This design comes from an exercise in tuning for small area and a short achievable clock period on the open sky130 flow, not from production work. RTL that was checked went through simulation tests only; none was proved equivalent to the original. No activity file was given, so power comes from the tool's default toggle rates.

==> job 1767: inputs <==
==> flow/design.v (excerpt) <==
module obstacle_field #(
    parameter int NUM_OBSTACLES = 10,
    parameter int SCROLL_SPEED  = 4
) (
    input  logic                                                   clk,
    input  logic                                                   rst_n,
    input  logic [1:0]                                             gamemode,
    output logic [playfield_pkg::score_bits-1:0]                   score,
    output logic [NUM_OBSTACLES-1:0][playfield_pkg::x_bits-1:0]    box_left,
    output logic [NUM_OBSTACLES-1:0][playfield_pkg::x_bits-1:0]    box_right,
    output logic [NUM_OBSTACLES-1:0][playfield_pkg::y_bits-1:0]    box_top,
    output logic [NUM_OBSTACLES-1:0][playfield_pkg::y_bits-1:0]    box_bottom
);
    localparam int life_frames  = playfield_pkg::screen_width / SCROLL_SPEED + 1;
    localparam int min_interval = spawn_pkg::min_gap / SCROLL_SPEED + 1;
    localparam int max_on       = (life_frames + min_interval - 1) / min_interval;
    localparam int NUM_USED     = (max_on < NUM_OBSTACLES) ? max_on : NUM_OBSTACLES;
    logic [1:0]                       right_lo;
    logic [7:0]                       right_hi;
    logic [playfield_pkg::y_bits-1:0] top;
    logic [playfield_pkg::y_bits-1:0] bottom;
    logic [5:0]                       wait_steps;
    logic                             clear;
    logic                             advance;
    logic                             retire;
    logic [NUM_USED-1:0]              active;
    logic [NUM_USED-1:0]              pick;
    spawn_rng spawn_rng_inst (
        .clk        (clk),
        .rst_n      (rst_n),
        .right_lo   (right_lo),
        .right_hi   (right_hi),
        .top        (top),
        .bottom     (bottom),
        .wait_steps (wait_steps)
    );
    obstacle_ctrl #(
        .NUM_OBSTACLES (NUM_USED)
    ) obstacle_ctrl_inst (
  ...
==> flow/config.mk <==
export PLATFORM = sky130hd
export DESIGN_NAME = obstacle_field
export DESIGN_NICKNAME = obstacle_field
export VERILOG_FILES = /design/flow/design.v
export SDC_FILE = /design/flow/constraint.sdc
export NUM_CORES = 4
export LEC_CHECK = 0
export CAP_MARGIN = 20
export CORE_MARGIN = 2
export CORE_UTILIZATION = 60
export CTS_BUF_LIST = sky130_fd_sc_hd__clkbuf_16
export CTS_CLUSTER_DIAMETER = 80
export CTS_CLUSTER_SIZE = 30
export SLEW_MARGIN = 20
==> flow/constraint.sdc <==
create_clock -name core_clock -period 13.0 [get_ports {clk}]
set_input_delay 2.6000 -clock core_clock [delete_from_list [all_inputs] [get_ports {clk}]]
set_output_delay 2.6000 -clock core_clock [all_outputs]
set_load 0.01 [all_outputs]
standard.sh (not shown) runs the stock make flow with config.mk's settings and CLKGATE_MAP_FILE= SYNTH_SCRIPT=/design/flow/synth_recipe.tcl, a recipe that flattens the netlist after the stock synthesis.
==> flow/flow/run.sh <==
#!/bin/bash
# Standard layout, with the smallest buffer on every port, timing repair
# aiming at a shorter period than the constraint asks, and the tie cells of
# the constant outputs paired (one conb_1 drives a HI and a LO port).
set -euo pipefail
export BUFFER_PORTS_ARGS="-buffer_cell sky130_fd_sc_hd__buf_1"
export SETUP_SLACK_MARGIN=8.8
results="$PWD/orfs/results/sky130hd/obstacle_field/base"
bash standard.sh "$results/3_3_place_gp.odb" > standard_place.log 2>&1
TIE_ODB="$results/3_3_place_gp.odb" openroad -no_init -no_splash -exit flow/merge_ties.tcl > merge_ties.log 2>&1
bash standard.sh > standard.log 2>&1
==> flow/flow/merge_ties.tcl <==
# Pair the tie cells that each drive one constant output port: one conb_1 has
# both a HI and a LO pin, so each LO tie cell's port moves to the LO pin of the
# nearest HI tie cell, and the emptied cell is removed.
set odb_file $::env(TIE_ODB)
read_db $odb_file
set block [ord::get_db_block]

proc port_xy {net} {
  set bt [lindex [$net getBTerms] 0]
  set bb [$bt getBBox]
  return [list [expr {([$bb xMin] + [$bb xMax]) / 2}] [expr {([$bb yMin] + [$bb yMax]) / 2}]]
}

set his {}
set los {}
foreach inst [$block getInsts] {
  if {[[$inst getMaster] getName] ne "sky130_fd_sc_hd__conb_1"} { continue }
  set hnet [[$inst findITerm HI] getNet]
  set lnet [[$inst findITerm LO] getNet]
  if {$hnet ne "NULL" && $lnet eq "NULL" && [llength [$hnet getBTerms]] == 1 && [llength [$hnet getITerms]] == 1} {
    lappend his [list $inst [port_xy $hnet]]
  } elseif {$lnet ne "NULL" && $hnet eq "NULL" && [llength [$lnet getBTerms]] == 1 && [llength [$lnet getITerms]] == 1} {
    lappend los [list $inst [port_xy $lnet]]
  }
}
puts "tie cells: [llength $his] HI, [llength $los] LO"

set merged 0
foreach lo $los {
  lassign $lo linst lxy
  set best -1
  set bestd 0
  set i 0
  foreach hi $his {
    lassign $hi hinst hxy
    set d [expr {abs([lindex $hxy 0] - [lindex $lxy 0]) + abs([lindex $hxy 1] - [lindex $lxy 1])}]
    if {$best < 0 || $d < $bestd} { set best $i; set bestd $d }
    incr i
  }
  if {$best < 0} { break }
  set hinst [lindex [lindex $his $best] 0]
  set his [lreplace $his $best $best]
  set it [$linst findITerm LO]
  set net [$it getNet]
  $it disconnect
  [$hinst findITerm LO] connect $net
  odb::dbInst_destroy $linst
  incr merged
  puts "merged [$net getName] at distance [expr {$bestd / 1000.0}] um"
}
puts "merged $merged tie cells"
write_db $odb_file
==> job 7683 (differences from job 1767) <==
--- a/flow/design.v
+++ b/flow/design.v
@@ -54,20 +54,23 @@
 );
     logic [31:0] lfsr;
     logic [31:0] lfsr_next;
     logic [7:0]  height_rem;      
     logic [7:0]  n_height_byte;
     logic [7:0]  n_height_rem;
-    logic [5:0]  width_rem;
+    logic [5:0]  width_rem;       
+    logic [6:0]  n_t0;
+    logic [5:0]  n_width_rem;
     assign lfsr_next = {lfsr[30:0], ^(lfsr & spawn_pkg::lfsr_taps)};
     assign n_height_byte = lfsr_next[15:8];
     assign n_height_rem  = (n_height_byte >= 8'd131) ? n_height_byte - 8'd131 : n_height_byte;
+    assign n_t0        = 7'(lfsr_next[5:0]) + 7'(3 * lfsr_next[7:6]);
+    assign n_width_rem = (n_t0 >= 7'd61) ? 6'(n_t0 - 7'd61) : 6'(n_t0);
     spawn_shaper shaper (
         .rand_word  (lfsr),
         .height_rem (height_rem),
-        .width_rem  (width_rem),
         .top        (top),
         .bottom     (bottom),
         .wait_steps (wait_steps)
     );
     assign right_lo = width_rem[1:0];
     assign right_hi = 8'd165 + 8'(width_rem[5:2]);
@@ -77,44 +80,55 @@
         end else begin
             lfsr <= lfsr_next;
         end
     end
     always_ff @(posedge clk) begin
         height_rem <= n_height_rem;
+        width_rem  <= n_width_rem;
     end
 endmodule
 `default_nettype wire
 `default_nettype none
 module spawn_shaper (
     input  spawn_pkg::spawn_rand_u                  rand_word,
     input  logic [7:0]                              height_rem,  
-    output logic [5:0]                              width_rem,   
     output logic [playfield_pkg::y_bits-1:0]        top,
     output logic [playfield_pkg::y_bits-1:0]        bottom,
     output logic [5:0]                              wait_steps   
 );
-    logic [7:0] b0, b2, b3;
-    logic [6:0] t0;      
-    logic [7:0] t2;      
-    logic [5:0] m0;      
+    logic [7:0] b2, b3;
     logic [7:0] m1;      
-    logic [6:0] m2;      
     logic [5:0] eo;      
     logic [1:0] zone;
-    assign b0 = rand_word.byte_view.width;
     assign b2 = rand_word.byte_view.gap;
     assign b3 = rand_word.byte_view.placement;
     assign zone = rand_word.edge_view.zone;
-    assign t0 = 7'(b0[5:0]) + 7'(3 * b0[7:6]);
-    assign t2 = 8'(b2[6:0]) + (b2[7] ? 8'd27 : 8'd0);
-    assign m0 = (t0 >= 7'd61) ? 6'(t0 - 7'd61) : 6'(t0);
     assign m1 = height_rem;
-    assign m2 = (t2 >= 8'd101) ? 7'(t2 - 8'd101) : 7'(t2);
     assign eo = (b3[5:0] >= 6'd60) ? b3[5:0] - 6'd60 : b3[5:0];
-    assign width_rem  = m0;
-    assign wait_steps = 6'd20 + 6'((m2 + 7'd3) >> 2);
+    logic [5:0] gh;
+    logic [1:0] gl;
+    logic       q1, q2;
+    logic [5:0] gk;
+    logic       gc;
+    assign gh = b2[7:2];
+    assign gl = b2[1:0];
+    assign q1 = (gh > 6'd25) || (gh == 6'd25 && gl != 2'd0);    
+    assign q2 = (gh > 6'd50) || (gh == 6'd50 && gl[1]);        
+    always_comb begin
+        if (q2) begin
+            gk = 6'd34;      
+            gc = (gl == 2'd3);
+        end else if (q1) begin
+            gk = 6'd59;      
+            gc = gl[1];
+        end else begin
+            gk = 6'd20;
+            gc = (gl != 2'd0);
+        end
+    end
+    assign wait_steps = gh + gk + 6'(gc);
     logic [7:0] v;
     logic [8:0] a;
     assign v = zone[1] ? b3 : {2'b00, eo};
     assign a = 9'(m1) + 9'(v);
     always_comb begin
         if (zone == spawn_pkg::zone_lower) begin
@@ -132,12 +146,13 @@
     parameter int NUM_OBSTACLES = 10
 ) (
     input  logic                                                   clk,
     input  logic                                                   rst_n,
     input  logic                                                   clear,
     input  logic                                                   advance,
+    input  logic                                                   pause,
     input  logic [NUM_OBSTACLES-1:0]                               pick,
     input  logic [1:0]                                             right_lo,
     input  logic [7:0]                                             right_hi,
     input  logic [playfield_pkg::y_bits-1:0]                       top,
     input  logic [playfield_pkg::y_bits-1:0]                       bottom,
     output logic [NUM_OBSTACLES-1:0]                               active,
@@ -146,13 +161,12 @@
     output logic [NUM_OBSTACLES-1:0][playfield_pkg::x_bits-1:0]    box_right,
     output logic [NUM_OBSTACLES-1:0][playfield_pkg::y_bits-1:0]    box_top,
     output logic [NUM_OBSTACLES-1:0][playfield_pkg::y_bits-1:0]    box_bottom
 );
     localparam int y_w = playfield_pkg::y_bits;
     logic [NUM_OBSTACLES-1:0] visible;
-    logic [NUM_OBSTACLES-1:0] shown;     
     logic [NUM_OBSTACLES-1:0] at_zero;
     logic [7:0]               left_n  [NUM_OBSTACLES];
     logic [7:0]               right_n [NUM_OBSTACLES];
     logic [1:0]               rlo_n   [NUM_OBSTACLES];
     logic [y_w-1:0]           top_n   [NUM_OBSTACLES];
     logic [y_w-1:0]           bot_n   [NUM_OBSTACLES];
@@ -163,52 +177,49 @@
     end
     assign retire = |(active & at_zero);
     always_ff @(posedge clk or negedge rst_n) begin
         if (!rst_n) begin
             active  <= '0;
             visible <= '0;
-            shown   <= '0;
         end else if (clear) begin
             active  <= '0;
             visible <= '0;
-            shown   <= '0;
         end else if (advance) begin
             active  <= pick | (active & ~at_zero);
             visible <= active & ~at_zero;
-            shown   <= ~(~active | at_zero);
         end
     end
     always_ff @(posedge clk) begin
         for (int i = 0; i < NUM_OBSTACLES; i++) begin
-            if (advance) begin
+            if (!pause) begin
                 left_n[i]  <= pick[i] ? ~8'd160   : left_n[i] + 8'd1;
                 right_n[i] <= pick[i] ? ~right_hi : right_n[i] + 8'd1;
             end
             if (pick[i]) begin
                 rlo_n[i] <= ~right_lo;
                 top_n[i] <= ~top;
                 bot_n[i] <= ~bottom;
             end
         end
     end
     function automatic logic [9:0] show(input logic [9:0] edge_n, input logic [9:0] sentinel,
-                                        input logic vis, input logic shn);
+                                        input logic vis);
         for (int b = 0; b < 10; b++) begin
-            show[b] = sentinel[b] ? ~(vis & edge_n[b]) : (shn & ~edge_n[b]);
+            show[b] = sentinel[b] ? ~(vis & edge_n[b]) : (vis & ~edge_n[b]);
         end
     endfunction
     always_comb begin
         for (int i = 0; i < NUM_OBSTACLES; i++) begin
             box_left[i]   = show({left_n[i], 2'b11}, 10'(playfield_pkg::x_offscreen),
-                                 visible[i], shown[i]);
+                                 visible[i]);
             box_right[i]  = show({right_n[i], rlo_n[i]}, 10'(playfield_pkg::x_offscreen),
-                                 visible[i], shown[i]);
+                                 visible[i]);
             box_top[i]    = y_w'(show(10'(top_n[i]), 10'(playfield_pkg::y_offscreen),
-                                      visible[i], shown[i]));
+                                      visible[i]));
             box_bottom[i] = y_w'(show(10'(bot_n[i]), 10'(playfield_pkg::y_offscreen),
-                                      visible[i], shown[i]));
+                                      visible[i]));
         end
     end
 endmodule
 `default_nettype wire
 `default_nettype none
 module obstacle_ctrl #(
@@ -219,19 +230,21 @@
     input  logic [1:0]                             gamemode,
     input  logic [NUM_OBSTACLES-1:0]               active,
     input  logic                                   retire,
     input  logic [5:0]                             wait_steps,
     output logic                                   clear,
     output logic                                   advance,
+    output logic                                   pause,
     output logic [NUM_OBSTACLES-1:0]               pick,
     output logic [playfield_pkg::score_bits-1:0]   score
 );
     logic [5:0]               steps;
     logic                     ready;
     assign clear   = (gamemode == playfield_pkg::mode_idle);
     assign advance = (gamemode == playfield_pkg::mode_run);
+    assign pause   = gamemode[1];
     assign ready   = (steps == 6'd0);
     always_comb begin
         logic lower_busy;
         lower_busy = ready;
         for (int i = 0; i < NUM_OBSTACLES; i++) begin
             pick[i]    = lower_busy && !active[i];
@@ -286,12 +299,13 @@
     logic [7:0]                       right_hi;
     logic [playfield_pkg::y_bits-1:0] top;
     logic [playfield_pkg::y_bits-1:0] bottom;
     logic [5:0]                       wait_steps;
     logic                             clear;
     logic                             advance;
+    logic                             pause;
     logic                             retire;
     logic [NUM_USED-1:0]              active;
     logic [NUM_USED-1:0]              pick;
     spawn_rng spawn_rng_inst (
         .clk        (clk),
         .rst_n      (rst_n),
@@ -309,22 +323,24 @@
         .gamemode   (gamemode),
         .active     (active),
         .retire     (retire),
         .wait_steps (wait_steps),
         .clear      (clear),
         .advance    (advance),
+        .pause      (pause),
         .pick       (pick),
         .score      (score)
     );
     obstacle_slots #(
         .NUM_OBSTACLES (NUM_USED)
     ) obstacle_slots_inst (
         .clk        (clk),
         .rst_n      (rst_n),
         .clear      (clear),
         .advance    (advance),
+        .pause      (pause),
         .pick       (pick),
         .right_lo   (right_lo),
         .right_hi   (right_hi),
         .top        (top),
         .bottom     (bottom),
         .active     (active),
CAP_MARGIN = 0   (was 20)
CORE_UTILIZATION = 65   (was 60)
CTS_CLUSTER_DIAMETER = 70   (was 80)
CTS_CLUSTER_SIZE = 26   (was 30)
SLEW_MARGIN = 0   (was 20)
==> qor summary <==
item                                                                    job 7683        job 1767
Run status                                                        finished clean  finished clean
Effective utilization at floorplan                                        0.6644          0.6111
Final WL                                                           45670 microns   46190 microns
Power density over the cells                                       114.9 nW/um^2   102.3 nW/um^2
Cells after synthesis                                                       1632            1665
Standard cell area after detailed placement                          18900 sq um     19170 sq um
Syn_area_per_cell                                                    11.00 sq um     10.91 sq um
Data arrival at the endpoint of the critical path                        1590 ps         1560 ps
Seq pwr share                                                              0.618           0.642
Relative area of clock buffers and inverters in the final design         0.03194         0.02578
Seq group                                                                1.41 mW         1.32 mW
Die boundary width                                                 170.2 microns   178.0 microns
Last weighted congestion value of the routability-driven placer           0.8773          0.8363
Fill cells                                                                  1980            2385
Critical Path End                                                   box_left[72]   box_right[14]
Per-cell routed wire length                                        20.32 microns   19.93 microns
Clock network power                                                     0.702 mW        0.625 mW
DPL Wire Length                                                    31040 microns   32020 microns
Share of the clock period used by the worst path                          0.3226          0.3201
Fraction of standard cell area that is sequential                         0.5385          0.5250
Layout clock buffers                                                          21              17
Number of register bits inferred by synthesis                                370             364
Leakage power                                                           7.406 nW        7.489 nW
The RTL of job 1767 was laid out without a check of its function.

## what the ideal ports hide
How much do the figures lean on ideal ports? The routed layouts below were timed once more, with nothing changed but the port constraints.
Step 1, drivers: a clkbuf_16 drives clk and a buf_2 each remaining input, both assumed.
Step 2 also shifts input and output timing later by t, the mid clock arrival at the registers, as if the neighbouring blocks saw the same clock.
a / b / c = no drivers / after step 1 / after step 2; a / b = the first two.
| run | shift t [ns] | setup slack, ns | clock arrival spread, ns | worst register clock-pin slew, ns | pins driven straight from the clock port |
|---|---|---|---|---|---|
| job 1767 | 0.577 | 8.839 / 8.786 / 8.464 | 0.042 / 0.043 | 0.11 / 0.11 | 1 |
| job 7683 | 0.587 | 8.806 / 8.756 / 8.497 | 0.018 / 0.019 | 0.10 / 0.10 | 1 |
After both steps every run listed still meets setup and hold. The setup slack of job 1767, which loses most, moves by -0.053 ns with the drivers and by -0.375 ns with both steps.
